What follows belongs to an exercise in optimizing a design on an open flow for small area, a short achievable clock period and few clock cycles per item; a production flow would make more cautious choices. Where RTL was checked, it was by simulation tests only, not by an equivalence proof against the original. Power and IR drop assume default switching activity.

exp/ember:
Design array_mul_top, start of the top module:
module array_mul_top (
   input  logic        clk,
   input  logic        arst_n,
   input  logic        in_valid,
   input  logic        para_mode,
   input  logic [15:0] a,
   input  logic [15:0] b,
   output logic        out_valid,
   output logic [31:0] p
);
make LEC_CHECK=0 CAP_MARGIN=20 CORE_MARGIN=2 CORE_UTILIZATION=40 CTS_BUF_LIST='sky130_fd_sc_hd__clkbuf_4 sky130_fd_sc_hd__clkbuf_8' CTS_CLUSTER_SIZE=20 SETUP_SLACK_MARGIN=3.0 SLEW_MARGIN=20 SYNTH_HIERARCHICAL=1 SYNTH_MINIMUM_KEEP_SIZE=0 finish   # period 6.0 ns
run.sh (not shown) runs the stock make flow with config.mk's settings and CLKGATE_MAP_FILE= SYNTH_SCRIPT=/design/flow/synth_recipe.tcl, a recipe that flattens the netlist after the stock synthesis.
exp/ember went all the way through the flow, and no timing, DRC or antenna check failed.
Testbench counts of exp/ember, summed over its fixed seeds: cycles 4,008, items 4,000.
Changes in exp/sierra relative to exp/ember:
- an added PLACE_DENSITY of 0.8
- a deleted CTS_CLUSTER_SIZE that had been 20
- a deleted CTS_BUF_LIST that had been sky130_fd_sc_hd__clkbuf_4 sky130_fd_sc_hd__clkbuf_8
- a change of CORE_UTILIZATION from 40 to 60
### Flow results
- Termination of the worst setup path: p[29] -> exp/sierra, p[27] -> exp/ember
- There was hardly any difference in signal arrival time at the worst endpoint between exp/ember and exp/sierra.
- exp/sierra against exp/ember: design area now larger; number of clock buffers in the layout now larger; worst setup slack now larger.
- exp/sierra: met2 usage in global routing higher than exp/ember
- Per the comparison of exp/sierra with exp/ember, y dimension of the die saw a decrease; power saw an increase; via count of the first global-routing pass saw an increase.
- Fmax: exp/sierra higher than exp/ember
Changes in exp/willow relative to exp/sierra:
- setting TNS_END_PERCENT to 5 for the first time
- removing PLACE_DENSITY (formerly 0.8)
- changing CORE_UTILIZATION from 60 to 40
Findings:
Each of the runs, namely exp/willow and exp/sierra, reached the end of the flow and came out clean.
Diff exp/willow..exp/sierra | number of buffers inserted for hold repair after clock tree synthesis | unchanged
The lower post-route minimum period came out of exp/sierra.
Comparing core occupancy in the finished layout for exp/willow and exp/sierra, the bigger number came from exp/sierra.
As of exp/willow, routed via count divided by cell count had fallen by more than 10% compared to exp/sierra.
The part of the power in combinational logic reported for exp/willow is smaller than that of exp/sierra by 1.0 points.
Looking at quantity of gates resized following cts, exp/willow sits 23% below exp/sierra.
Post-synthesis to final-layout area growth | exp/willow below exp/sierra
in -> reg as the kind of critical path was reported by exp/willow, and reg -> out by exp/sierra.
Taking exp/sierra as the reference, in exp/willow detailed-route wire length shows a reduction of 2.9%, total net switching power shows an increase of 10 uW, worst setup slack shows a reduction of 150 ps.
--- input diff exp/willow..exp/harbor ---
- TNS_END_PERCENT removed (was 5)
- CTS_CLUSTER_SIZE newly set to 30
- CTS_BUF_LIST newly set to sky130_fd_sc_hd__clkbuf_8
Notes after the runs:
| share of the cycle needed by the critical path after routing | higher: exp/willow |. | worst setup slack | exp/harbor vs exp/willow | 130 ps higher |. Compared with exp/willow, in exp/harbor met3 global-route usage saw a decrease; global-route usage saw an increase; routed wirelength normalized by instance count saw an increase.


## red
array_mul_top again, from the RTL that the note above started with.
==> flow/design.v (excerpt) <==
module array_mul_top (
   input  logic        clk,
   input  logic        arst_n,
   input  logic        in_valid,
   input  logic        para_mode,
   input  logic [15:0] a,
   input  logic [15:0] b,
   output logic        out_valid,
   output logic [31:0] p
);
export LEC_CHECK = 0
export CAP_MARGIN = 20
export CORE_MARGIN = 2
export CORE_UTILIZATION = 40
export CTS_BUF_LIST = sky130_fd_sc_hd__clkbuf_4 sky130_fd_sc_hd__clkbuf_8
export CTS_CLUSTER_SIZE = 20
export SETUP_SLACK_MARGIN = 2.95
export SLEW_MARGIN = 20
export SYNTH_HIERARCHICAL = 1
export SYNTH_MINIMUM_KEEP_SIZE = 0
create_clock -name core_clock -period 6.0 [get_ports {clk}]
standard.sh (not shown) runs the stock make flow with config.mk's settings and CLKGATE_MAP_FILE= SYNTH_SCRIPT=/design/flow/synth_recipe.tcl, a recipe that flattens the netlist after the stock synthesis.
==> flow/flow/run.sh <==
#!/bin/bash
# Own layout flow: the standard flow (standard.sh: the standard synthesis and ORFS steps,
# unchanged) with a few ORFS variables set on the make command line:
#  - port buffers made of sky130_fd_sc_hd__buf_1 (buffer_ports -buffer_cell), instead of the
#    delay cell buffer_ports picks by default; repair upsizes the critical ones;
#  - the delay cells (clkdlybuf4s*, dlygate*, dlymetal*) added to the platform's don't-use
#    list, so that repair buffers with plain buffers;
#  - clock tree of clkbuf_4/clkbuf_8 without dummy loads.
# make's full output goes to orfs_make.log in this folder; each ORFS step also keeps its own
# log under orfs/logs/.
set -euo pipefail
PLATFORM_DONT_USE="sky130_fd_sc_hd__probe_p_8 sky130_fd_sc_hd__probec_p_8 sky130_fd_sc_hd__lpflow_bleeder_1 sky130_fd_sc_hd__lpflow_clkbufkapwr_1 sky130_fd_sc_hd__lpflow_clkbufkapwr_16 sky130_fd_sc_hd__lpflow_clkbufkapwr_2 sky130_fd_sc_hd__lpflow_clkbufkapwr_4 sky130_fd_sc_hd__lpflow_clkbufkapwr_8 sky130_fd_sc_hd__lpflow_clkinvkapwr_1 sky130_fd_sc_hd__lpflow_clkinvkapwr_16 sky130_fd_sc_hd__lpflow_clkinvkapwr_2 sky130_fd_sc_hd__lpflow_clkinvkapwr_4 sky130_fd_sc_hd__lpflow_clkinvkapwr_8 sky130_fd_sc_hd__lpflow_decapkapwr_12 sky130_fd_sc_hd__lpflow_decapkapwr_3 sky130_fd_sc_hd__lpflow_decapkapwr_4 sky130_fd_sc_hd__lpflow_decapkapwr_6 sky130_fd_sc_hd__lpflow_decapkapwr_8 sky130_fd_sc_hd__lpflow_inputiso0n_1 sky130_fd_sc_hd__lpflow_inputiso0p_1 sky130_fd_sc_hd__lpflow_inputiso1n_1 sky130_fd_sc_hd__lpflow_inputiso1p_1 sky130_fd_sc_hd__lpflow_inputisolatch_1 sky130_fd_sc_hd__lpflow_isobufsrc_1 sky130_fd_sc_hd__lpflow_isobufsrc_16 sky130_fd_sc_hd__lpflow_isobufsrc_2 sky130_fd_sc_hd__lpflow_isobufsrc_4 sky130_fd_sc_hd__lpflow_isobufsrc_8 sky130_fd_sc_hd__lpflow_isobufsrckapwr_16 sky130_fd_sc_hd__lpflow_lsbuf_lh_hl_isowell_tap_1 sky130_fd_sc_hd__lpflow_lsbuf_lh_hl_isowell_tap_2 sky130_fd_sc_hd__lpflow_lsbuf_lh_hl_isowell_tap_4 sky130_fd_sc_hd__lpflow_lsbuf_lh_isowell_4 sky130_fd_sc_hd__lpflow_lsbuf_lh_isowell_tap_1 sky130_fd_sc_hd__lpflow_lsbuf_lh_isowell_tap_2 sky130_fd_sc_hd__lpflow_lsbuf_lh_isowell_tap_4"
DELAY_CELLS="sky130_fd_sc_hd__clkdlybuf4s15_1 sky130_fd_sc_hd__clkdlybuf4s15_2 sky130_fd_sc_hd__clkdlybuf4s18_1 sky130_fd_sc_hd__clkdlybuf4s18_2 sky130_fd_sc_hd__clkdlybuf4s25_1 sky130_fd_sc_hd__clkdlybuf4s25_2 sky130_fd_sc_hd__clkdlybuf4s50_1 sky130_fd_sc_hd__clkdlybuf4s50_2 sky130_fd_sc_hd__dlygate4sd1_1 sky130_fd_sc_hd__dlygate4sd2_1 sky130_fd_sc_hd__dlygate4sd3_1 sky130_fd_sc_hd__dlymetal6s2s_1 sky130_fd_sc_hd__dlymetal6s4s_1 sky130_fd_sc_hd__dlymetal6s6s_1"
bash standard.sh "BUFFER_PORTS_ARGS=-buffer_cell sky130_fd_sc_hd__buf_1" \
  "DONT_USE_CELLS=$PLATFORM_DONT_USE $DELAY_CELLS" \
  "CTS_ARGS=-sink_clustering_enable -repair_clock_nets -dont_use_dummy_load -buf_list {sky130_fd_sc_hd__clkbuf_4 sky130_fd_sc_hd__clkbuf_8} -sink_clustering_size 20" \
  finish > orfs_make.log 2>&1
red closes out successfully: all stages finished, all timing, DRC and antenna checks passed.
Testbench counts of red, summed over its fixed seeds: cycles 4,008, items 4,000.
#### Input delta (blue over red)
Settings: SETUP_SLACK_MARGIN changed from 2.95 to 3.0; CORE_UTILIZATION changed from 40 to 30.
Results
Clock skew delta (blue -> red): insignificant
Number of antenna repair diodes came out exactly the same in red and blue.
Sequential cell count came out exactly the same in red and blue.
blue: all stages complete, timing, DRC and antenna checks passed
blue vs. red: worst setup slack now larger, maximum fanout count along the critical path shows a reduction of 1.
Between blue and red, it is blue whose count of plain and timing-repair buffers is higher, by 15.
Compared with red, in blue worst hold slack closely matched the old numbers; number of filler cells placed in the layout picked up an extra 38%.
The following lists how green was set up differently from blue:
Settings: swapping 30 for 50 in CORE_UTILIZATION.
==> comparison <==
- green ran to completion and came out clean on the timing, DRC and antenna checks.
- Higher total length of routed wires among green and blue: blue
- Comparing green against blue, there is no change at all in critical path depth.
- Setup WNS blue -> green: better
- blue → green: number of clock buffers in the layout has remained practically unchanged, setup slack on the worst flop-to-flop path has increased.
- Between green and blue, the combinational power share is lower for green.
- green gives less core outline area than blue did.
--- input diff green..orange ---
Settings: changing SETUP_SLACK_MARGIN from 3.0 to 3.05; changing CORE_UTILIZATION from 50 to 40.
Notes after the runs:
Lower signal arrival time at the worst endpoint was reported by green, not orange.
Going from green to orange, final-layout worst hold slack went up by 0.022 ns, total global-route track usage now sits lower.
green → orange: non-clock buffer count increased 14%, weighted congestion reported at the end of routability-driven placement shows a reduction of about 2.8%, routed wire length rose by about 3.7%, design area rose by about 2.7%.
Compared with green, orange shows a lower via count normalized by instance count.
Global-route wire length before repair on orange is up relative to green.
The estimated power of orange ends up higher than the estimate for green.
Diff green -> orange | proportion of cell area occupied by multi-input gates | decrease of 0.90 points


Another version of the RTL of array_mul_top (not shown whole).
Size in the first run: about 140 flip-flops, roughly 69 I/O pins, about 9800 sq um of cells after synthesis.
Settings: LEC_CHECK=0, CAP_MARGIN=20, CORE_MARGIN=2, CORE_UTILIZATION=40, SETUP_SLACK_MARGIN=3.2, SLEW_MARGIN=20, SYNTH_HIERARCHICAL=1, SYNTH_MINIMUM_KEEP_SIZE=0; clock period 6.0 ns.
run.sh (not shown) runs the stock make flow with config.mk's settings and CLKGATE_MAP_FILE= SYNTH_SCRIPT=/design/flow/synth_recipe.tcl, a recipe that flattens the netlist after the stock synthesis.
Stock flow here: none of the scripts above is used.
The starting point went through all stages and came out clean.
Next try:
--- a/flow/config.mk
+++ b/flow/config.mk
@@ -9,4 +9,5 @@
 export CORE_MARGIN = 2
 export CORE_UTILIZATION = 40
+export GPL_TIMING_DRIVEN = 1
 export SETUP_SLACK_MARGIN = 3.2
 export SLEW_MARGIN = 20
Outcome: Design area stays the same. Flip-flop and latch count is unchanged. Combinational power hardly moves. Clock power stays flat. Setup slack is unchanged.
Function was not checked in any run of this note: the RTL went through the layout flow alone.

## separate check: timing with driven ports
In the flow no input, the clock included, has a driving cell. The finished layouts below were timed again as built, in two steps.
Step 1: set_driving_cell puts a clkbuf_16 on clk and a buf_2 on each other input, an assumption about the parent block.
Step 2 moves the port delays by t, midway between the first and last clock arrival at a register: inputs arrive t later, outputs are due t later. That takes back most of the time a late clock gives input paths.
Slacks: ideal / step 1 / step 2; pairs: ideal / step 1.
| run | t (ns) | setup slack, ns | hold slack, ns | pins driven straight from the clock port |
|---|---|---|---|---|
| exp/ember | 0.504 | 2.909 / 2.865 / 2.539 | 0.333 / 0.333 / 0.333 | 1 |
| exp/sierra | 0.470 | 2.923 / 2.878 / 2.499 | 0.329 / 0.329 / 0.329 | 1 |
| exp/willow | 0.469 | 2.777 / 2.796 / 2.327 | 0.334 / 0.334 / 0.334 | 1 |
| exp/harbor | 0.504 | 2.909 / 2.865 / 2.539 | 0.333 / 0.333 / 0.333 | 1 |
| red | 0.488 | 2.963 / 2.960 / 2.472 | 0.332 / 0.332 / 0.332 | 1 |
| blue | 0.496 | 2.991 / 2.947 / 2.536 | 0.330 / 0.330 / 0.330 | 1 |
| green | 0.500 | 3.018 / 2.975 / 2.540 | 0.309 / 0.309 / 0.309 | 1 |
| orange | 0.488 | 3.023 / 3.023 / 2.572 | 0.331 / 0.331 / 0.331 | 1 |
| the first run of note 3 | 0.469 | 2.598 / 2.598 / 2.598 | 0.319 / 0.319 / 0.319 | 1 |
| the second run of note 3 | 0.469 | 2.598 / 2.598 / 2.598 | 0.319 / 0.319 / 0.319 | 1 |
After both steps setup and hold are still met in every run listed. The setup slack of red, which loses most, moves by -0.003 ns with the drivers and by -0.491 ns with both steps.
